What follows belongs to an exercise in optimizing a design on an open flow for small area, a short achievable clock period and few clock cycles per item; a production flow would make more cautious choices.
No functional check of the RTL was part of any run shown here.
No activity file was given, so power comes from the tool's default toggle rates.

[flow/flow/run.sh]
#!/bin/bash
# The standard layout, with plain buffers (not delay cells) on the ports and
# timing repair aimed below the clock period.
set -euo pipefail
bash standard.sh BUFFER_PORTS_ARGS="-buffer_cell sky130_fd_sc_hd__buf_2" SETUP_SLACK_MARGIN=5.4 finish > flow_make.log 2>&1
[flow/constraint.sdc]
create_clock -name core_clock -period 8.5 [get_ports {clk}]
set_input_delay 1.7000 -clock core_clock [delete_from_list [all_inputs] [get_ports {clk}]]
set_output_delay 1.7000 -clock core_clock [all_outputs]
set_load 0.01 [all_outputs]
[flow/design.v]
package matvec_dims_pkg;
    localparam int MAT_DIM   = 3;
    localparam int MAT_WORDS = MAT_DIM * MAT_DIM;
    localparam int JOB_WORDS = MAT_WORDS + MAT_DIM;    
    localparam int SAMPLE_W = 14;
    localparam int ACC_W    = 2 * SAMPLE_W;            
    typedef logic signed [SAMPLE_W-1:0] sample_t;
    typedef logic signed [ACC_W-1:0] acc_t;
    typedef logic [3:0] w_addr_t;                      
    typedef logic [1:0] x_addr_t;                      
    typedef logic [3:0] load_count_t;
endpackage
package matvec_ctrl_pkg;
    typedef enum logic [1:0] {
        LOAD    = 2'd0,
        ISSUE   = 2'd1,
        DRAIN   = 2'd2,
        PRESENT = 2'd3
    } seq_state_t;
    localparam int READ_LATENCY = 1;
endpackage
`timescale 1ns/1ps
module mac_unit (
    input  logic [13:0] a,        
    input  logic [6:0]  one,      
    input  logic [6:0]  two,      
    input  logic [6:0]  neg,      
    output logic [27:0] s,        
    output logic [27:0] c
);
    logic pp0_0;
    logic pp0_1;
    logic pp0_2;
    logic pp0_3;
    logic pp0_4;
    logic pp0_5;
    logic pp0_6;
    logic pp0_7;
    logic pp0_8;
    logic pp0_9;
    logic pp0_10;
    logic pp0_11;
    logic pp0_12;
    logic pp0_13;
    logic pp0_14;
    logic pp1_0;
    logic pp1_1;
    logic pp1_2;
    logic pp1_3;
    logic pp1_4;
    logic pp1_5;
    logic pp1_6;
    logic pp1_7;
    logic pp1_8;
    logic pp1_9;
    logic pp1_10;
    logic pp1_11;
    logic pp1_12;
    logic pp1_13;
    logic pp1_14;
    logic pp2_0;
    logic pp2_1;
    logic pp2_2;
    logic pp2_3;
    logic pp2_4;
    logic pp2_5;
    logic pp2_6;
    logic pp2_7;
    logic pp2_8;
    logic pp2_9;
    logic pp2_10;
    logic pp2_11;
    logic pp2_12;
    logic pp2_13;
    logic pp2_14;
    logic pp3_0;
    logic pp3_1;
    logic pp3_2;
    logic pp3_3;
    logic pp3_4;
    logic pp3_5;
    logic pp3_6;
    logic pp3_7;
    logic pp3_8;
    logic pp3_9;
    logic pp3_10;
    logic pp3_11;
    logic pp3_12;
    logic pp3_13;
    logic pp3_14;
    logic pp4_0;
    logic pp4_1;
    logic pp4_2;
    logic pp4_3;
    logic pp4_4;
    logic pp4_5;
    logic pp4_6;
    logic pp4_7;
    logic pp4_8;
    logic pp4_9;
    logic pp4_10;
    logic pp4_11;
    logic pp4_12;
    logic pp4_13;
    logic pp4_14;
    logic pp5_0;
    logic pp5_1;
    logic pp5_2;
    logic pp5_3;
    logic pp5_4;
    logic pp5_5;
    logic pp5_6;
    logic pp5_7;
    logic pp5_8;
    logic pp5_9;
    logic pp5_10;
    logic pp5_11;
    logic pp5_12;
    logic pp5_13;
    logic pp5_14;
    logic pp6_0;
    logic pp6_1;
    logic pp6_2;
    logic pp6_3;
    logic pp6_4;
    logic pp6_5;
    logic pp6_6;
    logic pp6_7;
    logic pp6_8;
    logic pp6_9;
    logic pp6_10;
    logic pp6_11;
    logic pp6_12;
    logic pp6_13;
    logic pp6_14;
    logic hs0;
    logic hc0;
    logic hs1;
    logic hc1;
    logic fs2;
    logic fc2;
    logic hs3;
    logic hc3;
    logic fs4;
    logic fc4;
    logic hs5;
    logic hc5;
    logic fs6;
    logic fc6;
    logic fs7;
    logic fc7;
    logic fs8;
    logic fc8;
    logic hs9;
    logic hc9;
    logic fs10;
    logic fc10;
    logic hs11;
    logic hc11;
    logic hs12;
    logic hc12;
    logic hs13;
    logic hc13;
    logic fs14;
    logic fc14;
    logic hs15;
    logic hc15;
    logic fs16;
    logic fc16;
    logic hs17;
    logic hc17;
    logic fs18;
    logic fc18;
    logic fs19;
    logic fc19;
    logic fs20;
    logic fc20;
    logic fs21;
    logic fc21;
    logic fs22;
    logic fc22;
    logic fs23;
    logic fc23;
    logic fs24;
    logic fc24;
    logic fs25;
    logic fc25;
    logic fs26;
    logic fc26;
    logic fs27;
    logic fc27;
    logic fs28;
    logic fc28;
    logic fs29;
    logic fc29;
    logic fs30;
    logic fc30;
    logic fs31;
    logic fc31;
    logic fs32;
    logic fc32;
    logic fs33;
    logic fc33;
    logic fs34;
    logic fc34;
    logic fs35;
    logic fc35;
    logic fs36;
    logic fc36;
    logic hs37;
    logic hc37;
    logic fs38;
    logic fc38;
    logic hs39;
    logic hc39;
    logic hs40;
    logic hc40;
    logic hs41;
    logic hc41;
    logic fs42;
    logic fc42;
    logic fs43;
    logic fc43;
    logic fs44;
    logic fc44;
    logic fs45;
    logic fc45;
    logic fs46;
    logic fc46;
    logic fs47;
    logic fc47;
    logic fs48;
    logic fc48;
    logic fs49;
    logic fc49;
    logic fs50;
    logic fc50;
    logic fs51;
    logic fc51;
    logic fs52;
    logic fc52;
    logic fs53;
    logic fc53;
    logic fs54;
    logic fc54;
    logic fs55;
    logic fc55;
    logic fs56;
    logic fc56;
    logic fs57;
    logic fc57;
    logic fs58;
    logic fc58;
    logic hs59;
    logic hc59;
    logic hs60;
    logic hc60;
    logic hs61;
    logic hc61;
    logic fs62;
    logic fc62;
    logic fs63;
    logic fc63;
    logic fs64;
    logic fc64;
    logic fs65;
    logic fc65;
    logic fs66;
    logic fc66;
    logic fs67;
    logic fc67;
    logic fs68;
    logic fc68;
    logic fs69;
    logic fc69;
    logic fs70;
    logic fc70;
    logic fs71;
    logic fc71;
    logic fs72;
    logic fc72;
    logic fs73;
    logic fc73;
    logic fs74;
    logic fc74;
    logic fs75;
    logic fc75;
    logic fs76;
    logic fc76;
    logic fs77;
    logic fc77;
    logic fs78;
    logic fc78;
    logic fs79;
    logic fc79;
    logic fs80;
    logic fc80;
    logic fs81;
    logic fc81;
    logic fs82;
    logic fc82;
    logic hs83;
    logic hc83;
    assign pp0_0 = neg[0] ^ ((one[0] & a[0]) | (two[0] & 1'b0));
    assign pp0_1 = neg[0] ^ ((one[0] & a[1]) | (two[0] & a[0]));
    assign pp0_2 = neg[0] ^ ((one[0] & a[2]) | (two[0] & a[1]));
    assign pp0_3 = neg[0] ^ ((one[0] & a[3]) | (two[0] & a[2]));
    assign pp0_4 = neg[0] ^ ((one[0] & a[4]) | (two[0] & a[3]));
    assign pp0_5 = neg[0] ^ ((one[0] & a[5]) | (two[0] & a[4]));
    assign pp0_6 = neg[0] ^ ((one[0] & a[6]) | (two[0] & a[5]));
    assign pp0_7 = neg[0] ^ ((one[0] & a[7]) | (two[0] & a[6]));
    assign pp0_8 = neg[0] ^ ((one[0] & a[8]) | (two[0] & a[7]));
    assign pp0_9 = neg[0] ^ ((one[0] & a[9]) | (two[0] & a[8]));
    assign pp0_10 = neg[0] ^ ((one[0] & a[10]) | (two[0] & a[9]));
    assign pp0_11 = neg[0] ^ ((one[0] & a[11]) | (two[0] & a[10]));
    assign pp0_12 = neg[0] ^ ((one[0] & a[12]) | (two[0] & a[11]));
    assign pp0_13 = neg[0] ^ ((one[0] & a[13]) | (two[0] & a[12]));
    assign pp0_14 = ~(neg[0] ^ ((one[0] & a[13]) | (two[0] & a[13])));    
    assign pp1_0 = neg[1] ^ ((one[1] & a[0]) | (two[1] & 1'b0));
    assign pp1_1 = neg[1] ^ ((one[1] & a[1]) | (two[1] & a[0]));
    assign pp1_2 = neg[1] ^ ((one[1] & a[2]) | (two[1] & a[1]));
    assign pp1_3 = neg[1] ^ ((one[1] & a[3]) | (two[1] & a[2]));
    assign pp1_4 = neg[1] ^ ((one[1] & a[4]) | (two[1] & a[3]));
    assign pp1_5 = neg[1] ^ ((one[1] & a[5]) | (two[1] & a[4]));
    assign pp1_6 = neg[1] ^ ((one[1] & a[6]) | (two[1] & a[5]));
    assign pp1_7 = neg[1] ^ ((one[1] & a[7]) | (two[1] & a[6]));
    assign pp1_8 = neg[1] ^ ((one[1] & a[8]) | (two[1] & a[7]));
    assign pp1_9 = neg[1] ^ ((one[1] & a[9]) | (two[1] & a[8]));
    assign pp1_10 = neg[1] ^ ((one[1] & a[10]) | (two[1] & a[9]));
    assign pp1_11 = neg[1] ^ ((one[1] & a[11]) | (two[1] & a[10]));
    assign pp1_12 = neg[1] ^ ((one[1] & a[12]) | (two[1] & a[11]));
    assign pp1_13 = neg[1] ^ ((one[1] & a[13]) | (two[1] & a[12]));
    assign pp1_14 = ~(neg[1] ^ ((one[1] & a[13]) | (two[1] & a[13])));    
    assign pp2_0 = neg[2] ^ ((one[2] & a[0]) | (two[2] & 1'b0));
    assign pp2_1 = neg[2] ^ ((one[2] & a[1]) | (two[2] & a[0]));
    assign pp2_2 = neg[2] ^ ((one[2] & a[2]) | (two[2] & a[1]));
    assign pp2_3 = neg[2] ^ ((one[2] & a[3]) | (two[2] & a[2]));
    assign pp2_4 = neg[2] ^ ((one[2] & a[4]) | (two[2] & a[3]));
    assign pp2_5 = neg[2] ^ ((one[2] & a[5]) | (two[2] & a[4]));
    assign pp2_6 = neg[2] ^ ((one[2] & a[6]) | (two[2] & a[5]));
    assign pp2_7 = neg[2] ^ ((one[2] & a[7]) | (two[2] & a[6]));
    assign pp2_8 = neg[2] ^ ((one[2] & a[8]) | (two[2] & a[7]));
    assign pp2_9 = neg[2] ^ ((one[2] & a[9]) | (two[2] & a[8]));
    assign pp2_10 = neg[2] ^ ((one[2] & a[10]) | (two[2] & a[9]));
    assign pp2_11 = neg[2] ^ ((one[2] & a[11]) | (two[2] & a[10]));
    assign pp2_12 = neg[2] ^ ((one[2] & a[12]) | (two[2] & a[11]));
    assign pp2_13 = neg[2] ^ ((one[2] & a[13]) | (two[2] & a[12]));
    assign pp2_14 = ~(neg[2] ^ ((one[2] & a[13]) | (two[2] & a[13])));    
    assign pp3_0 = neg[3] ^ ((one[3] & a[0]) | (two[3] & 1'b0));
    assign pp3_1 = neg[3] ^ ((one[3] & a[1]) | (two[3] & a[0]));
    assign pp3_2 = neg[3] ^ ((one[3] & a[2]) | (two[3] & a[1]));
    assign pp3_3 = neg[3] ^ ((one[3] & a[3]) | (two[3] & a[2]));
    assign pp3_4 = neg[3] ^ ((one[3] & a[4]) | (two[3] & a[3]));
    assign pp3_5 = neg[3] ^ ((one[3] & a[5]) | (two[3] & a[4]));
    assign pp3_6 = neg[3] ^ ((one[3] & a[6]) | (two[3] & a[5]));
    assign pp3_7 = neg[3] ^ ((one[3] & a[7]) | (two[3] & a[6]));
    assign pp3_8 = neg[3] ^ ((one[3] & a[8]) | (two[3] & a[7]));
    assign pp3_9 = neg[3] ^ ((one[3] & a[9]) | (two[3] & a[8]));
    assign pp3_10 = neg[3] ^ ((one[3] & a[10]) | (two[3] & a[9]));
    assign pp3_11 = neg[3] ^ ((one[3] & a[11]) | (two[3] & a[10]));
    assign pp3_12 = neg[3] ^ ((one[3] & a[12]) | (two[3] & a[11]));
    assign pp3_13 = neg[3] ^ ((one[3] & a[13]) | (two[3] & a[12]));
    assign pp3_14 = ~(neg[3] ^ ((one[3] & a[13]) | (two[3] & a[13])));    
    assign pp4_0 = neg[4] ^ ((one[4] & a[0]) | (two[4] & 1'b0));
    assign pp4_1 = neg[4] ^ ((one[4] & a[1]) | (two[4] & a[0]));
    assign pp4_2 = neg[4] ^ ((one[4] & a[2]) | (two[4] & a[1]));
    assign pp4_3 = neg[4] ^ ((one[4] & a[3]) | (two[4] & a[2]));
    assign pp4_4 = neg[4] ^ ((one[4] & a[4]) | (two[4] & a[3]));
    assign pp4_5 = neg[4] ^ ((one[4] & a[5]) | (two[4] & a[4]));
    assign pp4_6 = neg[4] ^ ((one[4] & a[6]) | (two[4] & a[5]));
    assign pp4_7 = neg[4] ^ ((one[4] & a[7]) | (two[4] & a[6]));
    assign pp4_8 = neg[4] ^ ((one[4] & a[8]) | (two[4] & a[7]));
    assign pp4_9 = neg[4] ^ ((one[4] & a[9]) | (two[4] & a[8]));
    assign pp4_10 = neg[4] ^ ((one[4] & a[10]) | (two[4] & a[9]));
    assign pp4_11 = neg[4] ^ ((one[4] & a[11]) | (two[4] & a[10]));
    assign pp4_12 = neg[4] ^ ((one[4] & a[12]) | (two[4] & a[11]));
    assign pp4_13 = neg[4] ^ ((one[4] & a[13]) | (two[4] & a[12]));
    assign pp4_14 = ~(neg[4] ^ ((one[4] & a[13]) | (two[4] & a[13])));    
    assign pp5_0 = neg[5] ^ ((one[5] & a[0]) | (two[5] & 1'b0));
    assign pp5_1 = neg[5] ^ ((one[5] & a[1]) | (two[5] & a[0]));
    assign pp5_2 = neg[5] ^ ((one[5] & a[2]) | (two[5] & a[1]));
    assign pp5_3 = neg[5] ^ ((one[5] & a[3]) | (two[5] & a[2]));
    assign pp5_4 = neg[5] ^ ((one[5] & a[4]) | (two[5] & a[3]));
    assign pp5_5 = neg[5] ^ ((one[5] & a[5]) | (two[5] & a[4]));
    assign pp5_6 = neg[5] ^ ((one[5] & a[6]) | (two[5] & a[5]));
    assign pp5_7 = neg[5] ^ ((one[5] & a[7]) | (two[5] & a[6]));
    assign pp5_8 = neg[5] ^ ((one[5] & a[8]) | (two[5] & a[7]));
    assign pp5_9 = neg[5] ^ ((one[5] & a[9]) | (two[5] & a[8]));
    assign pp5_10 = neg[5] ^ ((one[5] & a[10]) | (two[5] & a[9]));
    assign pp5_11 = neg[5] ^ ((one[5] & a[11]) | (two[5] & a[10]));
    assign pp5_12 = neg[5] ^ ((one[5] & a[12]) | (two[5] & a[11]));
    assign pp5_13 = neg[5] ^ ((one[5] & a[13]) | (two[5] & a[12]));
    assign pp5_14 = ~(neg[5] ^ ((one[5] & a[13]) | (two[5] & a[13])));    
    assign pp6_0 = neg[6] ^ ((one[6] & a[0]) | (two[6] & 1'b0));
    assign pp6_1 = neg[6] ^ ((one[6] & a[1]) | (two[6] & a[0]));
    assign pp6_2 = neg[6] ^ ((one[6] & a[2]) | (two[6] & a[1]));
    assign pp6_3 = neg[6] ^ ((one[6] & a[3]) | (two[6] & a[2]));
    assign pp6_4 = neg[6] ^ ((one[6] & a[4]) | (two[6] & a[3]));
    assign pp6_5 = neg[6] ^ ((one[6] & a[5]) | (two[6] & a[4]));
    assign pp6_6 = neg[6] ^ ((one[6] & a[6]) | (two[6] & a[5]));
    assign pp6_7 = neg[6] ^ ((one[6] & a[7]) | (two[6] & a[6]));
    assign pp6_8 = neg[6] ^ ((one[6] & a[8]) | (two[6] & a[7]));
    assign pp6_9 = neg[6] ^ ((one[6] & a[9]) | (two[6] & a[8]));
    assign pp6_10 = neg[6] ^ ((one[6] & a[10]) | (two[6] & a[9]));
    assign pp6_11 = neg[6] ^ ((one[6] & a[11]) | (two[6] & a[10]));
    assign pp6_12 = neg[6] ^ ((one[6] & a[12]) | (two[6] & a[11]));
    assign pp6_13 = neg[6] ^ ((one[6] & a[13]) | (two[6] & a[12]));
    assign pp6_14 = ~(neg[6] ^ ((one[6] & a[13]) | (two[6] & a[13])));    
    assign hs0 = neg[5] ^ pp0_10;
    assign hc0 = neg[5] & pp0_10;
    assign hs1 = pp0_11 ^ pp1_9;
    assign hc1 = pp0_11 & pp1_9;
    assign fs2 = neg[6] ^ pp0_12 ^ pp1_10;
    assign fc2 = (neg[6] & pp0_12) | (neg[6] & pp1_10) | (pp0_12 & pp1_10);
    assign hs3 = pp2_8 ^ pp3_6;
    assign hc3 = pp2_8 & pp3_6;
    assign fs4 = pp0_13 ^ pp1_11 ^ pp2_9;
    assign fc4 = (pp0_13 & pp1_11) | (pp0_13 & pp2_9) | (pp1_11 & pp2_9);
    assign hs5 = pp3_7 ^ pp4_5;
    assign hc5 = pp3_7 & pp4_5;
    assign fs6 = 1'b1 ^ pp0_14 ^ pp1_12;
    assign fc6 = (1'b1 & pp0_14) | (1'b1 & pp1_12) | (pp0_14 & pp1_12);
    assign fs7 = pp2_10 ^ pp3_8 ^ pp4_6;
    assign fc7 = (pp2_10 & pp3_8) | (pp2_10 & pp4_6) | (pp3_8 & pp4_6);
    assign fs8 = 1'b1 ^ pp1_13 ^ pp2_11;
    assign fc8 = (1'b1 & pp1_13) | (1'b1 & pp2_11) | (pp1_13 & pp2_11);
    assign hs9 = pp3_9 ^ pp4_7;
    assign hc9 = pp3_9 & pp4_7;
    assign fs10 = pp1_14 ^ pp2_12 ^ pp3_10;
    assign fc10 = (pp1_14 & pp2_12) | (pp1_14 & pp3_10) | (pp2_12 & pp3_10);
    assign hs11 = 1'b1 ^ pp2_13;
    assign hc11 = 1'b1 & pp2_13;
    assign hs12 = neg[3] ^ pp0_6;
    assign hc12 = neg[3] & pp0_6;
    assign hs13 = pp0_7 ^ pp1_5;
    assign hc13 = pp0_7 & pp1_5;
    assign fs14 = neg[4] ^ pp0_8 ^ pp1_6;
    assign fc14 = (neg[4] & pp0_8) | (neg[4] & pp1_6) | (pp0_8 & pp1_6);
    assign hs15 = pp2_4 ^ pp3_2;
    assign hc15 = pp2_4 & pp3_2;
    assign fs16 = pp0_9 ^ pp1_7 ^ pp2_5;
    assign fc16 = (pp0_9 & pp1_7) | (pp0_9 & pp2_5) | (pp1_7 & pp2_5);
    assign hs17 = pp3_3 ^ pp4_1;
    assign hc17 = pp3_3 & pp4_1;
    assign fs18 = pp1_8 ^ pp2_6 ^ pp3_4;
    assign fc18 = (pp1_8 & pp2_6) | (pp1_8 & pp3_4) | (pp2_6 & pp3_4);
    assign fs19 = pp4_2 ^ pp5_0 ^ hs0;
    assign fc19 = (pp4_2 & pp5_0) | (pp4_2 & hs0) | (pp5_0 & hs0);
    assign fs20 = pp2_7 ^ pp3_5 ^ pp4_3;
    assign fc20 = (pp2_7 & pp3_5) | (pp2_7 & pp4_3) | (pp3_5 & pp4_3);
    assign fs21 = pp5_1 ^ hc0 ^ hs1;
    assign fc21 = (pp5_1 & hc0) | (pp5_1 & hs1) | (hc0 & hs1);
    assign fs22 = pp4_4 ^ pp5_2 ^ pp6_0;
    assign fc22 = (pp4_4 & pp5_2) | (pp4_4 & pp6_0) | (pp5_2 & pp6_0);
    assign fs23 = hc1 ^ hs3 ^ fs2;
    assign fc23 = (hc1 & hs3) | (hc1 & fs2) | (hs3 & fs2);
    assign fs24 = pp5_3 ^ pp6_1 ^ hc3;
    assign fc24 = (pp5_3 & pp6_1) | (pp5_3 & hc3) | (pp6_1 & hc3);
    assign fs25 = hs5 ^ fc2 ^ fs4;
    assign fc25 = (hs5 & fc2) | (hs5 & fs4) | (fc2 & fs4);
    assign fs26 = pp5_4 ^ pp6_2 ^ hc5;
    assign fc26 = (pp5_4 & pp6_2) | (pp5_4 & hc5) | (pp6_2 & hc5);
    assign fs27 = fc4 ^ fs6 ^ fs7;
    assign fc27 = (fc4 & fs6) | (fc4 & fs7) | (fs6 & fs7);
    assign fs28 = pp5_5 ^ pp6_3 ^ hs9;
    assign fc28 = (pp5_5 & pp6_3) | (pp5_5 & hs9) | (pp6_3 & hs9);
    assign fs29 = fc6 ^ fc7 ^ fs8;
    assign fc29 = (fc6 & fc7) | (fc6 & fs8) | (fc7 & fs8);
    assign fs30 = pp4_8 ^ pp5_6 ^ pp6_4;
    assign fc30 = (pp4_8 & pp5_6) | (pp4_8 & pp6_4) | (pp5_6 & pp6_4);
    assign fs31 = hc9 ^ fc8 ^ fs10;
    assign fc31 = (hc9 & fc8) | (hc9 & fs10) | (fc8 & fs10);
    assign fs32 = pp3_11 ^ pp4_9 ^ pp5_7;
    assign fc32 = (pp3_11 & pp4_9) | (pp3_11 & pp5_7) | (pp4_9 & pp5_7);
    assign fs33 = pp6_5 ^ hs11 ^ fc10;
    assign fc33 = (pp6_5 & hs11) | (pp6_5 & fc10) | (hs11 & fc10);
    assign fs34 = pp2_14 ^ pp3_12 ^ pp4_10;
    assign fc34 = (pp2_14 & pp3_12) | (pp2_14 & pp4_10) | (pp3_12 & pp4_10);
    assign fs35 = pp5_8 ^ pp6_6 ^ hc11;
    assign fc35 = (pp5_8 & pp6_6) | (pp5_8 & hc11) | (pp6_6 & hc11);
    assign fs36 = 1'b1 ^ pp3_13 ^ pp4_11;
    assign fc36 = (1'b1 & pp3_13) | (1'b1 & pp4_11) | (pp3_13 & pp4_11);
    assign hs37 = pp5_9 ^ pp6_7;
    assign hc37 = pp5_9 & pp6_7;
    assign fs38 = pp3_14 ^ pp4_12 ^ pp5_10;
    assign fc38 = (pp3_14 & pp4_12) | (pp3_14 & pp5_10) | (pp4_12 & pp5_10);
    assign hs39 = 1'b1 ^ pp4_13;
    assign hc39 = 1'b1 & pp4_13;
    assign hs40 = neg[2] ^ pp0_4;
    assign hc40 = neg[2] & pp0_4;
    assign hs41 = pp0_5 ^ pp1_3;
    assign hc41 = pp0_5 & pp1_3;
    assign fs42 = pp1_4 ^ pp2_2 ^ pp3_0;
    assign fc42 = (pp1_4 & pp2_2) | (pp1_4 & pp3_0) | (pp2_2 & pp3_0);
    assign fs43 = pp2_3 ^ pp3_1 ^ hc12;
    assign fc43 = (pp2_3 & pp3_1) | (pp2_3 & hc12) | (pp3_1 & hc12);
    assign fs44 = pp4_0 ^ hc13 ^ hs15;
    assign fc44 = (pp4_0 & hc13) | (pp4_0 & hs15) | (hc13 & hs15);
    assign fs45 = hc15 ^ hs17 ^ fc14;
    assign fc45 = (hc15 & hs17) | (hc15 & fc14) | (hs17 & fc14);
    assign fs46 = hc17 ^ fc16 ^ fs18;
    assign fc46 = (hc17 & fc16) | (hc17 & fs18) | (fc16 & fs18);
    assign fs47 = fc18 ^ fs20 ^ fc19;
    assign fc47 = (fc18 & fs20) | (fc18 & fc19) | (fs20 & fc19);
    assign fs48 = fc20 ^ fs22 ^ fc21;
    assign fc48 = (fc20 & fs22) | (fc20 & fc21) | (fs22 & fc21);
    assign fs49 = fc22 ^ fs24 ^ fc23;
    assign fc49 = (fc22 & fs24) | (fc22 & fc23) | (fs24 & fc23);
    assign fs50 = fc24 ^ fs26 ^ fc25;
    assign fc50 = (fc24 & fs26) | (fc24 & fc25) | (fs26 & fc25);
    assign fs51 = fc26 ^ fs28 ^ fc27;
    assign fc51 = (fc26 & fs28) | (fc26 & fc27) | (fs28 & fc27);
    assign fs52 = fs30 ^ fc28 ^ fc29;
    assign fc52 = (fs30 & fc28) | (fs30 & fc29) | (fc28 & fc29);
    assign fs53 = fc30 ^ fs32 ^ fc31;
    assign fc53 = (fc30 & fs32) | (fc30 & fc31) | (fs32 & fc31);
    assign fs54 = fc32 ^ fs34 ^ fs35;
    assign fc54 = (fc32 & fs34) | (fc32 & fs35) | (fs34 & fs35);
    assign fs55 = hs37 ^ fc34 ^ fs36;
    assign fc55 = (hs37 & fc34) | (hs37 & fs36) | (fc34 & fs36);
    assign fs56 = pp6_8 ^ hc37 ^ fc36;
    assign fc56 = (pp6_8 & hc37) | (pp6_8 & fc36) | (hc37 & fc36);
    assign fs57 = pp5_11 ^ pp6_9 ^ hs39;
    assign fc57 = (pp5_11 & pp6_9) | (pp5_11 & hs39) | (pp6_9 & hs39);
    assign fs58 = pp4_14 ^ pp5_12 ^ pp6_10;
    assign fc58 = (pp4_14 & pp5_12) | (pp4_14 & pp6_10) | (pp5_12 & pp6_10);
    assign hs59 = 1'b1 ^ pp5_13;
    assign hc59 = 1'b1 & pp5_13;
    assign hs60 = neg[1] ^ pp0_2;
    assign hc60 = neg[1] & pp0_2;
    assign hs61 = pp0_3 ^ pp1_1;
    assign hc61 = pp0_3 & pp1_1;
    assign fs62 = pp1_2 ^ pp2_0 ^ hs40;
    assign fc62 = (pp1_2 & pp2_0) | (pp1_2 & hs40) | (pp2_0 & hs40);
    assign fs63 = pp2_1 ^ hc40 ^ hs41;
    assign fc63 = (pp2_1 & hc40) | (pp2_1 & hs41) | (hc40 & hs41);
    assign fs64 = hc41 ^ hs12 ^ fs42;
    assign fc64 = (hc41 & hs12) | (hc41 & fs42) | (hs12 & fs42);
    assign fs65 = hs13 ^ fc42 ^ fs43;
    assign fc65 = (hs13 & fc42) | (hs13 & fs43) | (fc42 & fs43);
    assign fs66 = fs14 ^ fc43 ^ fs44;
    assign fc66 = (fs14 & fc43) | (fs14 & fs44) | (fc43 & fs44);
    assign fs67 = fs16 ^ fc44 ^ fs45;
    assign fc67 = (fs16 & fc44) | (fs16 & fs45) | (fc44 & fs45);
    assign fs68 = fs19 ^ fc45 ^ fs46;
    assign fc68 = (fs19 & fc45) | (fs19 & fs46) | (fc45 & fs46);
    assign fs69 = fs21 ^ fc46 ^ fs47;
    assign fc69 = (fs21 & fc46) | (fs21 & fs47) | (fc46 & fs47);
    assign fs70 = fs23 ^ fc47 ^ fs48;
    assign fc70 = (fs23 & fc47) | (fs23 & fs48) | (fc47 & fs48);
    assign fs71 = fs25 ^ fc48 ^ fs49;
    assign fc71 = (fs25 & fc48) | (fs25 & fs49) | (fc48 & fs49);
    assign fs72 = fs27 ^ fc49 ^ fs50;
    assign fc72 = (fs27 & fc49) | (fs27 & fs50) | (fc49 & fs50);
    assign fs73 = fs29 ^ fc50 ^ fs51;
    assign fc73 = (fs29 & fc50) | (fs29 & fs51) | (fc50 & fs51);
    assign fs74 = fs31 ^ fc51 ^ fs52;
    assign fc74 = (fs31 & fc51) | (fs31 & fs52) | (fc51 & fs52);
    assign fs75 = fs33 ^ fc52 ^ fs53;
    assign fc75 = (fs33 & fc52) | (fs33 & fs53) | (fc52 & fs53);
    assign fs76 = fc33 ^ fs54 ^ fc53;
    assign fc76 = (fc33 & fs54) | (fc33 & fc53) | (fs54 & fc53);
    assign fs77 = fc35 ^ fs55 ^ fc54;
    assign fc77 = (fc35 & fs55) | (fc35 & fc54) | (fs55 & fc54);
    assign fs78 = fs38 ^ fc55 ^ fs56;
    assign fc78 = (fs38 & fc55) | (fs38 & fs56) | (fc55 & fs56);
    assign fs79 = fc38 ^ fs57 ^ fc56;
    assign fc79 = (fc38 & fs57) | (fc38 & fc56) | (fs57 & fc56);
    assign fs80 = hc39 ^ fs58 ^ fc57;
    assign fc80 = (hc39 & fs58) | (hc39 & fc57) | (fs58 & fc57);
    assign fs81 = pp6_11 ^ hs59 ^ fc58;
    assign fc81 = (pp6_11 & hs59) | (pp6_11 & fc58) | (hs59 & fc58);
    assign fs82 = pp5_14 ^ pp6_12 ^ hc59;
    assign fc82 = (pp5_14 & pp6_12) | (pp5_14 & hc59) | (pp6_12 & hc59);
    assign hs83 = 1'b1 ^ pp6_13;
    assign hc83 = 1'b1 & pp6_13;
    assign s[0] = neg[0];
    assign c[0] = pp0_0;
    assign s[1] = pp0_1;
    assign c[1] = 1'b0;
    assign s[2] = pp1_0;
    assign c[2] = hs60;
    assign s[3] = hc60;
    assign c[3] = hs61;
    assign s[4] = hc61;
    assign c[4] = fs62;
    assign s[5] = fc62;
    assign c[5] = fs63;
    assign s[6] = fc63;
    assign c[6] = fs64;
    assign s[7] = fc64;
    assign c[7] = fs65;
    assign s[8] = fc65;
    assign c[8] = fs66;
    assign s[9] = fc66;
    assign c[9] = fs67;
    assign s[10] = fc67;
    assign c[10] = fs68;
    assign s[11] = fc68;
    assign c[11] = fs69;
    assign s[12] = fc69;
    assign c[12] = fs70;
    assign s[13] = fc70;
    assign c[13] = fs71;
    assign s[14] = fc71;
    assign c[14] = fs72;
    assign s[15] = fc72;
    assign c[15] = fs73;
    assign s[16] = fc73;
    assign c[16] = fs74;
    assign s[17] = fc74;
    assign c[17] = fs75;
    assign s[18] = fc75;
    assign c[18] = fs76;
    assign s[19] = fs77;
    assign c[19] = fc76;
    assign s[20] = fs78;
    assign c[20] = fc77;
    assign s[21] = fc78;
    assign c[21] = fs79;
    assign s[22] = fs80;
    assign c[22] = fc79;
    assign s[23] = fs81;
    assign c[23] = fc80;
    assign s[24] = fs82;
    assign c[24] = fc81;
    assign s[25] = hs83;
    assign c[25] = fc82;
    assign s[26] = pp6_14;
    assign c[26] = hc83;
    assign s[27] = 1'b1;
    assign c[27] = 1'b0;
endmodule
`timescale 1ns/1ps
module matvec3 (
    input  logic                     clk,
    input  logic                     reset,
    input  logic                     input_valid,
    output logic                     input_ready,
    input  matvec_dims_pkg::sample_t input_data,
    output logic                     output_valid,
    input  logic                     output_ready,
    output matvec_dims_pkg::acc_t    output_data
);
    typedef matvec_dims_pkg::sample_t sample_t;
    typedef matvec_dims_pkg::acc_t    acc_t;
    logic [3:0]  ph;
    sample_t     ring [0:11];
    logic [3:0]  lp;             
    logic        ahead;          
    logic [1:0]  cr, ck;         
    logic [3:0]  cp;             
    logic        due;            
    logic [2:0]  xv;             
    logic        ready_q;
    logic [6:0]  one_q, two_q, neg_q;    
    logic        m_v, m_first, m_last;   
    acc_t        sum_s, sum_c;
    acc_t        p_s, p_c;       
    logic        p_first, p_last;
    acc_t        acc;            
    acc_t        acc_n;
    logic        acc_done;       
    acc_t        out_q;
    logic        out_v;
    logic        in_fire;
    logic        issue;
    logic        transfer;
    assign input_ready  = ready_q;
    assign output_valid = out_v;
    assign output_data  = out_q;
    assign in_fire  = input_valid && ready_q;
    assign transfer = (p_last || acc_done) && !out_v;
    assign issue = due && xv[ck] && ((ck != 2'd0) || !out_v);
    logic [3:0] ph_n;
    logic [1:0] cr_i, ck_i;
    logic [3:0] cp_i;
    logic       last_p;          
    logic [3:0] lp_inc;
    logic       due_i, due_ni;
    logic       rdy_f_i, rdy_f_ni, rdy_nf_i, rdy_nf_ni;
    function automatic logic slot_free(input logic ahd, input logic [3:0] w, input logic [3:0] c);
        if (!ahd)
            slot_free = 1'b1;
        else if (w < 4'd9)
            slot_free = (c > w);
        else
            slot_free = (c > w - 4'd3);
    endfunction
    always_comb begin
        ph_n   = (ph == 4'd11) ? 4'd0 : ph + 4'd1;
        last_p = (cp == 4'd8);
        cp_i   = last_p ? 4'd0 : cp + 4'd1;
        ck_i   = (ck == 2'd2) ? 2'd0 : ck + 2'd1;
        cr_i   = (ck != 2'd2) ? cr : ((cr == 2'd2) ? 2'd0 : cr + 2'd1);
        due_i  = !last_p;
        due_ni = (ph == ((cp >= 4'd3) ? cp - 4'd3 : cp + 4'd9));
        lp_inc = (lp == 4'd11) ? 4'd0 : lp + 4'd1;
        rdy_f_i   = slot_free((lp == 4'd11) ? 1'b1 : (last_p ? 1'b0 : ahead), lp_inc, cp_i);
        rdy_f_ni  = slot_free((lp == 4'd11) ? 1'b1 : ahead, lp_inc, cp);
        rdy_nf_i  = (ph_n == lp) && slot_free(last_p ? 1'b0 : ahead, lp, cp_i);
        rdy_nf_ni = (ph_n == lp) && slot_free(ahead, lp, cp);
    end
    always_ff @(posedge clk) begin
        if (reset) begin
            ph       <= 4'd0;
            lp       <= '0;
            ahead    <= 1'b0;
            cr       <= '0;
            ck       <= '0;
            cp       <= '0;
            due      <= 1'b0;
            xv       <= '0;
            ready_q  <= 1'b1;
            m_v      <= 1'b0;
            m_first  <= 1'b0;
            m_last   <= 1'b0;
            p_first  <= 1'b0;
            p_last   <= 1'b0;
            acc_done <= 1'b0;
            out_v    <= 1'b0;
        end else begin
            ph <= ph_n;
            if (in_fire) begin
                lp <= lp_inc;
                ready_q <= issue ? rdy_f_i : rdy_f_ni;
            end else begin
                ready_q <= issue ? rdy_nf_i : rdy_nf_ni;
            end
            if (in_fire && lp == 4'd11)
                ahead <= 1'b1;
            else if (issue && last_p)
                ahead <= 1'b0;
            if (issue) begin
                cr <= cr_i;
                ck <= ck_i;
                cp <= cp_i;
            end
            due <= issue ? due_i : due_ni;
            for (int k = 0; k < 3; k++) begin
                if (in_fire && ph == 4'(9 + k))
                    xv[k] <= 1'b1;
                else if (issue && cr == 2'd2 && ck == 2'(k))
                    xv[k] <= 1'b0;
            end
            m_v     <= issue;
            m_first <= issue && (ck == 2'd0);
            m_last  <= issue && (ck == 2'd2);
            p_first <= m_first;
            p_last  <= m_last;
            if (transfer)
                acc_done <= 1'b0;
            else if (p_last)
                acc_done <= 1'b1;
            if (transfer)
                out_v <= 1'b1;
            else if (output_ready)
                out_v <= 1'b0;
        end
    end
    sample_t    x_op;
    logic [6:0] x_lo;            
    always_comb begin
        case (cr)
            2'd0:    x_op = ring[0];
            2'd1:    x_op = ring[3];
            default: x_op = ring[6];
        endcase
    end
    assign x_lo = {x_op[11], x_op[9], x_op[7], x_op[5], x_op[3], x_op[1], 1'b0};
    always_ff @(posedge clk) begin
        ring[0] <= in_fire ? input_data : ring[11];
        for (int i = 1; i < 12; i++)
            ring[i] <= ring[i-1];
        for (int i = 0; i < 7; i++) begin
            one_q[i] <= issue && (x_op[2*i] ^ x_lo[i]);
            two_q[i] <= issue && ((x_op[2*i+1] && !x_op[2*i] && !x_lo[i]) ||
                                  (!x_op[2*i+1] && x_op[2*i] && x_lo[i]));
            neg_q[i] <= issue && x_op[2*i+1];
        end
        p_s <= sum_s;
        p_c <= sum_c;
        acc <= acc_n;
        if (transfer)
            out_q <= acc_n;
    end
    acc_t acc_in, t_s, t_c;
    assign acc_in = p_first ? acc_t'(0) : acc;
    assign t_s    = acc_in ^ p_s ^ p_c;
    assign t_c    = {(acc_in[26:0] & p_s[26:0]) | (acc_in[26:0] & p_c[26:0]) | (p_s[26:0] & p_c[26:0]), 1'b0};
    assign acc_n  = t_s + t_c;
    mac_unit mac_unit_i (
        .a     (ring[10]),
        .one   (one_q),
        .two   (two_q),
        .neg   (neg_q),
        .s     (sum_s),
        .c     (sum_c)
    );
endmodule
[flow/config.mk]
export PLATFORM = sky130hd
export DESIGN_NAME = matvec3
export DESIGN_NICKNAME = matvec3
export VERILOG_FILES = /design/flow/design.v
export SDC_FILE = /design/flow/constraint.sdc
export NUM_CORES = 4
export LEC_CHECK = 0
export CAP_MARGIN = 20
export CORE_MARGIN = 2
export CORE_UTILIZATION = 60
export CTS_BUF_LIST = sky130_fd_sc_hd__clkbuf_8
export CTS_CLUSTER_DIAMETER = 50
export CTS_CLUSTER_SIZE = 16
export SETUP_SLACK_MARGIN = 5
export SLEW_MARGIN = 20
[flow/standard.sh]
#!/bin/bash
# synth_recipe.tcl (not shown) runs the flow's synth.tcl, then flattens the netlist and writes it again
# the make line also repeats each setting of config.mk as NAME=value (left out here)
make -C /OpenROAD-flow-scripts/flow DESIGN_CONFIG=/design/flow/config.mk WORK_HOME=/design/flow/orfs CLKGATE_MAP_FILE= SYNTH_SCRIPT=/design/flow/synth_recipe.tcl "${@:-finish}"
==> flow_metrics.env, run 1 <==
export IMPL_slew_violations=0
export IMPL_cp_end_kind="flip-flop"
export IMPL_ff2ff_path_depth=11
export IMPL_ys_flop_type="dfxtp_1"
export IMPL_clock_fmax_mhz=312
export IMPL_clkLatencyLatePin_ps=610
export IMPL_synth_top_area_share_pct=39.0
export IMPL_viasPerCell=5.36
export IMPL_core_sq_mm=0.0251
export IMPL_place_congestion=0.888
export IMPL_syn_cell_area_sq_mm=0.0153
export IMPL_yosysWarnings=3
export IMPL_async_flop_share_pct=0
export IMPL_nNetsFinal=1702
export IMPL_setup_violations=0
export IMPL_synth_top_area_cell="dfxtp_1"
export IMPL_rows=58
export IMPL_rsz0062_at_grt="true"
export IMPL_p_total_uw=3600
export IMPL_dp_hpwl_um=21200
export IMPL_hold_start="ring[5][7]"
export IMPL_cts_tree="built"
export IMPL_peakVddDrop_mv=0.176
export IMPL_cts_root_buf="clkbuf_8"
export IMPL_cp_num_cells=11
export IMPL_maxCapViolations=0
export IMPL_finalHoldViolations=0
export IMPL_cts_sinks=326
export IMPL_ys_top_cells_by_area="dfxtp_1 (39%), fa_1 (12%), ha_1 (6.6%)"
export IMPL_post_dp_cell_area_sq_mm=0.0157
export IMPL_min_delay_path_depth=0
export IMPL_die_h_um=164
export IMPL_die_x_um=164
export IMPL_dp_cells=1786
export IMPL_gr_usage_all_layers_pct=23.6
export IMPL_antenna_found_initial=0
export IMPL_period_minus_slack_ps=3200
export IMPL_crit_arrival_ps=3600
export IMPL_critical_path_required_ps=8900
export IMPL_clk_pin_slew_ps=90
export IMPL_dr_pass1_iters=5
export IMPL_worstMarginPinSlew_ps=1060
export IMPL_drt_wl_total_um=30600
export IMPL_r2r_setup_slack_ps=5300
export IMPL_fin_cells=1857
export IMPL_powerDensity_mw_per_mm2=212
export IMPL_area_delta_synth_final_pct=10.9
export IMPL_fin_tns_setup_ps=0
export IMPL_grt_pass1_vias=10000
export IMPL_drtIter0Drc=659
export IMPL_fin_crit_sh_pct=37.7
export IMPL_synth_nets=1668
export IMPL_cp_num_buf_inv=2
export IMPL_fin_skew_ps=32.4
export IMPL_ys_ff_latch=326
export IMPL_ant_nets=0
export IMPL_fp_dieArea_sq_mm=0.0268
export IMPL_cts_htree_levels=1
export IMPL_avgSynthCellArea_sq_um=10.3
export IMPL_avgRoutedWirePerCell_um=16.5
export IMPL_io_pins=48
export IMPL_slowest_stage="fa_1"
export IMPL_design_area_sq_mm=0.0170
export IMPL_critPathKind="flip-flop to flip-flop"
export IMPL_startpoint_type="flip-flop"
export IMPL_holdWs_ps=327
export IMPL_status="finished clean"
export IMPL_port_buffers=47
export IMPL_synthDistinctLibCells=65
export IMPL_cp_max_fo=7
export IMPL_antenna_cells=0
export IMPL_power_leakage_uw=0.00713
export IMPL_min_path_type="flip-flop to flip-flop"
export IMPL_crit_path_start="p_first"
export IMPL_maxSlewHeadroom_pct=29.3
export IMPL_synth_most_common_cell="dfxtp_1"
export IMPL_crit_chain="buf_6 > nand2b_4 > fa_1 > inv_2 > ha_4 > and4_4 > or3b_4 > a211oi_4 > nor3b_4 > and3_4 > a2111oi_4"
export IMPL_grt_start_max_net_pins=34
export IMPL_drcViolationCount=0
export IMPL_critical_path_max_stage_delay_ps=520
export IMPL_syn_inst=1479
export IMPL_layout_drive_gt1_share_pct=14.2
export IMPL_crit_family="simple AND/OR/NAND/NOR gates"
export IMPL_grt_first_pass_wirelength_um=50900
export IMPL_ctsLongestPathBuffers=3
export IMPL_yosysSeqAreaShare_pct=44.5
export IMPL_vias=9945
export IMPL_reg2reg_from="p_first"
export IMPL_grt_ovfl_total=0
export IMPL_synth_edf_count=28
export IMPL_numCtsBuffers=31
export IMPL_synth_top_cells_by_count="dfxtp_1 (298), inv_1 (190), xnor2_1 (106)"
export IMPL_start_util_pct=60.9
==> where the power goes <==
group	leakage [uW]	internal, uW	switching (uW)
Combinational	0.00408	346	463
Clock	0.000324	402	532
Sequential	0.00273	1740	116
==> final cells by class <==
type	instances	area [sq um]
Multi-Input combinational cell	890	7900
Clock buffer	32	440
Tap cell	330	413
Inverter	191	717
Timing Repair Buffer	73	442
Fill cell	2041	8160
Clock inverter	15	165
Sequential cell	326	6870
==> state kept, by name (all words and copies together), names as in the netlist, 4 cells and up <==
| name | flops |
|---|---|
| ring | 168 |
| acc | 28 |
| out_q | 28 |
| p_s | 27 |
| p_c | 26 |
| neg_q | 7 |
| one_q | 7 |
| two_q | 7 |
| cp | 4 |
| lp | 4 |
| ph | 4 |
==> metal layers <==
| metal | global-route usage [%] | part of all wire (%) | vias to the layer above |
|---|---|---|---|
| met2 | 38.6 | 46 | 248 |
| met4 | 7.22 | 2.5 | 0 |
| met5 | 0 | 0 | - |
| li1 | - | - | 4917 |
| met1 | 33.2 | 48 | 4714 |
| met3 | 2.62 | 3.9 | 66 |
==> logic make-up after synthesis <==
| kind of cell | share of synthesized area, % |
|---|---|
| compound gates | 11.8 |
| mux | 1.31 |
| fa+ha+maj | 18.5 |
| flops | 44.5 |
| xor+xnor | 8.19 |
| simple gates | 9.12 |
| buf+inv | 6.57 |
==> worst paths after layout <==
| kind | endpoint |
|---|---|
| min | ring[6][7] |
| min reg2reg | ring[6][7] |
| max reg2reg | out_q[23] |
| max | out_q[23] |
==> timing repair <==
action                                 in CTS  in global routing
pin swaps                                  11                 33
setup buffers                              10                 14
hold buffers                                0                  0
gates resized for setup                    59                 67
endpoints found under the hold margin       0                  0
setup endpoints to repair                  50                 39
gates cloned                                0                  0
==> placed cells by master (no fill, tap or decap), types with 36 or more instances in the layout <==
cell     count
nand2_1     91
xor2_1      36
ha_1        65
nor2_1      71
buf_2       47
dfxtp_1    269
a21oi_1     65
fa_1        89
a22oi_1     91
inv_1      189
xnor2_1    106
==> stage by stage <==
stage | util, % | setup slack [ps]
2_1_floorplan | - | 5270
3_3_place_gp | 62.5 | 4770
3_5_place_dp | 62.5 | 4670
4_1_cts | 66.0 | 5340
5_1_grt | 67.5 | 5210
6_report | 67.5 | 5300
==> run 2, diff against run 1 <==
==> flow/flow/run.sh (replaced) <==
#!/bin/bash
# The standard layout, with plain buffers (not delay cells) on the ports and
# timing repair aimed below the clock period.
set -euo pipefail
bash standard.sh BUFFER_PORTS_ARGS="-buffer_cell sky130_fd_sc_hd__buf_2" SETUP_SLACK_MARGIN=5.6 finish > flow_make.log 2>&1
==> run 2 against run 1 <==
- first-iteration DRC count shrank 4.7%
- power up 2.1%
- highest routed layer unchanged
- sequential power about the same
- largest cell class unchanged
==> flow_metrics.env, run 2 <==
export IMPL_yosysSeqAreaShare_pct=44.5
export IMPL_met1_usage_pct=33.0
export IMPL_ys_ff_latch=326
export IMPL_rsz0062_at_grt="true"
export IMPL_p_int_uw=2540
export IMPL_rows=58
export IMPL_cts_tree="built"
export IMPL_grt_start_max_net_pins=34
export IMPL_synth_edf_count=28
export IMPL_avgSynthCellArea_sq_um=10.3
export IMPL_cts_htree_levels=1
export IMPL_utilization_pct=69.7
export IMPL_fin_skew_ps=37.3
export IMPL_fin_tns_setup_ps=0
export IMPL_antenna_cells=0
export IMPL_syn_inst=1479
export IMPL_synth_compound_gate_area_share_pct=11.8
export IMPL_cp_max_fo=14
export IMPL_clock_fmax_mhz=316
export IMPL_die_x_um=164
export IMPL_io_pins=48
export IMPL_path_common_cell="nor2b_2"
export IMPL_fp_dieArea_sq_mm=0.0268
export IMPL_grt_ovfl_total=0
export IMPL_dp_hpwl_um=20800
export IMPL_period_minus_slack_ps=3170
export IMPL_cts_root_buf="clkbuf_8"
export IMPL_synth_top_cells_by_count="dfxtp_1 (298), inv_1 (190), xnor2_1 (106)"
export IMPL_crit_arrival_ps=3560
export IMPL_synthDistinctLibCells=65
export IMPL_muxShareOfSynthArea_pct=1.31
export IMPL_setup_violations=0
export IMPL_finalHoldViolations=0
export IMPL_drcViolationCount=0
export IMPL_status="finished clean"
export IMPL_grt_pass1_vias=10000
export IMPL_switching_share_pct=31.0
export IMPL_slowest_stage="fa_1"
export IMPL_drt_wl_total_um=30900
export IMPL_synth_nets=1668
export IMPL_ys_top_cells_by_area="dfxtp_1 (39%), fa_1 (12%), ha_1 (6.6%)"
export IMPL_worstMarginPinSlew_ps=852
export IMPL_cts_sinks=326
export IMPL_nNetsFinal=1735
export IMPL_seq_power_share_pct=50.3
export IMPL_fillers=1926
export IMPL_critical_path_max_stage_delay_ps=440
export IMPL_antenna_found_initial=0
export IMPL_layout_commonest_cell="dfxtp_1"
export IMPL_startpoint_type="flip-flop"
export IMPL_synth_most_common_cell="dfxtp_1"
export IMPL_synthSimpleGateAreaFrac_pct=9.12
export IMPL_gr_usage_all_layers_pct=23.3
export IMPL_synth_top_area_share_pct=39.0
export IMPL_core_sq_mm=0.0251
export IMPL_place_congestion=0.880
export IMPL_maxCapViolations=0
export IMPL_avgRoutedWirePerCell_um=16.4
export IMPL_synth_xor_area_share_pct=8.19
export IMPL_syn_cell_area_sq_mm=0.0153
export IMPL_fin_crit_sh_pct=37.2
export IMPL_ant_nets=0
export IMPL_crit_chain="buf_6 > nor2b_2 > fa_1 > ha_1 > inv_1 > fa_2 > nor2b_2 > o211ai_1 > buf_4 > a211oi_4 > nor3b_4 > a21oi_2 > a2111oi_4"
export IMPL_grt_first_pass_wirelength_um=50300
export IMPL_switchingPower_uw=1140
export IMPL_final_cell_mix="dfxtp_1 (263), inv_1 (185), xnor2_1 (105)"
export IMPL_peakVddDrop_mv=0.177
export IMPL_vias=10000
export IMPL_numCtsBuffers=31
export IMPL_port_buffers=47
export IMPL_combinationalPowerShare_pct=23.7
export IMPL_area_delta_synth_final_pct=14.4
export IMPL_cp_end_kind="flip-flop"
export IMPL_ys_flop_type="dfxtp_1"
export IMPL_maxSlewHeadroom_pct=43.2
export IMPL_grt_use_met2_pct=38.1
export IMPL_grt_use_met3_pct=2.77
export IMPL_synthAdderAreaFrac_pct=18.5
export IMPL_critPathKind="flip-flop to flip-flop"
export IMPL_async_flop_share_pct=0
export IMPL_critical_path_required_ps=8890
export IMPL_layout_drive_gt1_share_pct=18.3
export IMPL_largest_reg_flops=168
export IMPL_clockPowerShare_pct=26.1
export IMPL_largest_register="ring"
export IMPL_powerDensity_mw_per_mm2=210
export IMPL_top_usage_layer="met2"
export IMPL_yosysWarnings=3
export IMPL_synth_top_family_by_area="adder cells"
export IMPL_min_path_type="flip-flop to flip-flop"
export IMPL_drtIter0Drc=628
export IMPL_clkLatencyLatePin_ps=610
export IMPL_clk_pin_slew_ps=90
export IMPL_slew_violations=0
export IMPL_die_h_um=164
export IMPL_reg_top3="ring x168, acc x28, out_q x28"
export IMPL_dr_pass1_iters=5
export IMPL_start_util_pct=60.9
export IMPL_viasPerCell=5.30
export IMPL_power_leakage_uw=0.00734
export IMPL_ctsLongestPathBuffers=3
export IMPL_synth_top_area_cell="dfxtp_1"
-- run 2: cell counts after synthesis --
No cell type changed its count.
-- run 2: stage by stage --
stage / cells / hold WS, ps / area [sq um] / power (uW) / setup slack (ps)
3_5_place_dp: 1787 / 312 / 15800 / 2590 / 4720
5_1_grt: 1892 / 331 / 17500 / 3870 / 5220
6_report: 1892 / 325 / 17500 / 3680 / 5330
2_1_floorplan: 1479 / 310 / 15400 / 2410 / 5270
3_3_place_gp: 1787 / 310 / 15800 / 2570 / 4760
4_1_cts: 1862 / 329 / 17000 / 3620 / 5440
-- run 2: cell type report --
type	instances	area, sq um	area share (%)
clock buffers	31	427	2.44
clock inverters	18	201	1.15
inverters	191	717	4.10
multi-input cells	890	8110	46.3
flip-flops and latches	326	6920	39.5
well taps	330	413	2.36
repair buffers	106	711	4.06
-- run 2: layer usage --
metal,part of all wire [%],up-vias
li1,-,4991
met1,47,4707
met2,46,263
met3,4.4,64
met4,2.7,0
met5,0,-
-- run 2: power groups by stage --
stage	Sequential (uW)	Combinational (uW)	Clock [uW]
6_report	1850	870	959
5_1_grt	1860	960	1050
4_1_cts	1850	782	989
3_5_place_dp	1890	702	0
3_3_place_gp	1890	683	0
2_1_floorplan	1820	589	0
-- run 2: critical path, delay by kind of cell, from the launching register on --
kind	cells	cell delay (ps)
AOI/OAI and AO/OA	4	740
adders and majority gates	3	900
buffers and inverters	3	440
DFF	1	400
and+or+nand+nor	3	460
-- run 2: logic make-up (layout without fill, tap and decap cells) --
logic type | after synthesis | after routing
DFF | 326 | 326
and+or+nand+nor | 285 | 285
AOI/OAI and AO/OA | 269 | 269
buffers and inverters | 263 | 346
adders and majority gates | 173 | 173
xor gates and xnor gates | 143 | 143
muxes | 20 | 20
-- run 2: final timing paths --
check                   from     endpoint  slack [ps]  depth (start not counted)
hold reg to reg   ring[9][2]  ring[10][2]         330                          0
setup / recovery     p_first    out_q[23]        5330                         13
hold / removal    ring[9][2]  ring[10][2]         330                          0
setup reg to reg     p_first    out_q[23]        5330                         13
-- run 2: what timing repair did --
action | CTS | global route
buffers inserted | 26 | 30
setup endpoints to repair | 59 | 47
pin swaps | 35 | 14
resized for setup | 113 | 68
hold buffers | 0 | 0

static timing again, ports no longer ideal:
How much do the figures lean on ideal ports? The routed layouts below were timed once more, with nothing changed but the port constraints. Step 1 (the two cells are an assumption about what drives the block):
set clk [get_ports {clk}]
set_driving_cell -lib_cell sky130_fd_sc_hd__clkbuf_16 $clk
set_driving_cell -lib_cell sky130_fd_sc_hd__buf_2 [delete_from_list [all_inputs] $clk]
Step 2 times the ports against the registers' clock, not the clock port: input delays grow and output delays shrink by t, the midpoint of the rising clock arrivals with the driver on. a / b / c = no drivers / after step 1 / after step 2; a / b = the first two.
run	shift t [ns]	setup WS [ns]	pins driven straight from the clock port
run 1	0.635	5.298 / 5.298 / 5.071	1
run 2	0.643	5.334 / 5.334 / 5.334	1
After both steps every run listed still meets setup and hold. The setup slack of run 1, which loses most, moves by 0.000 ns with the drivers and by -0.227 ns with both steps.
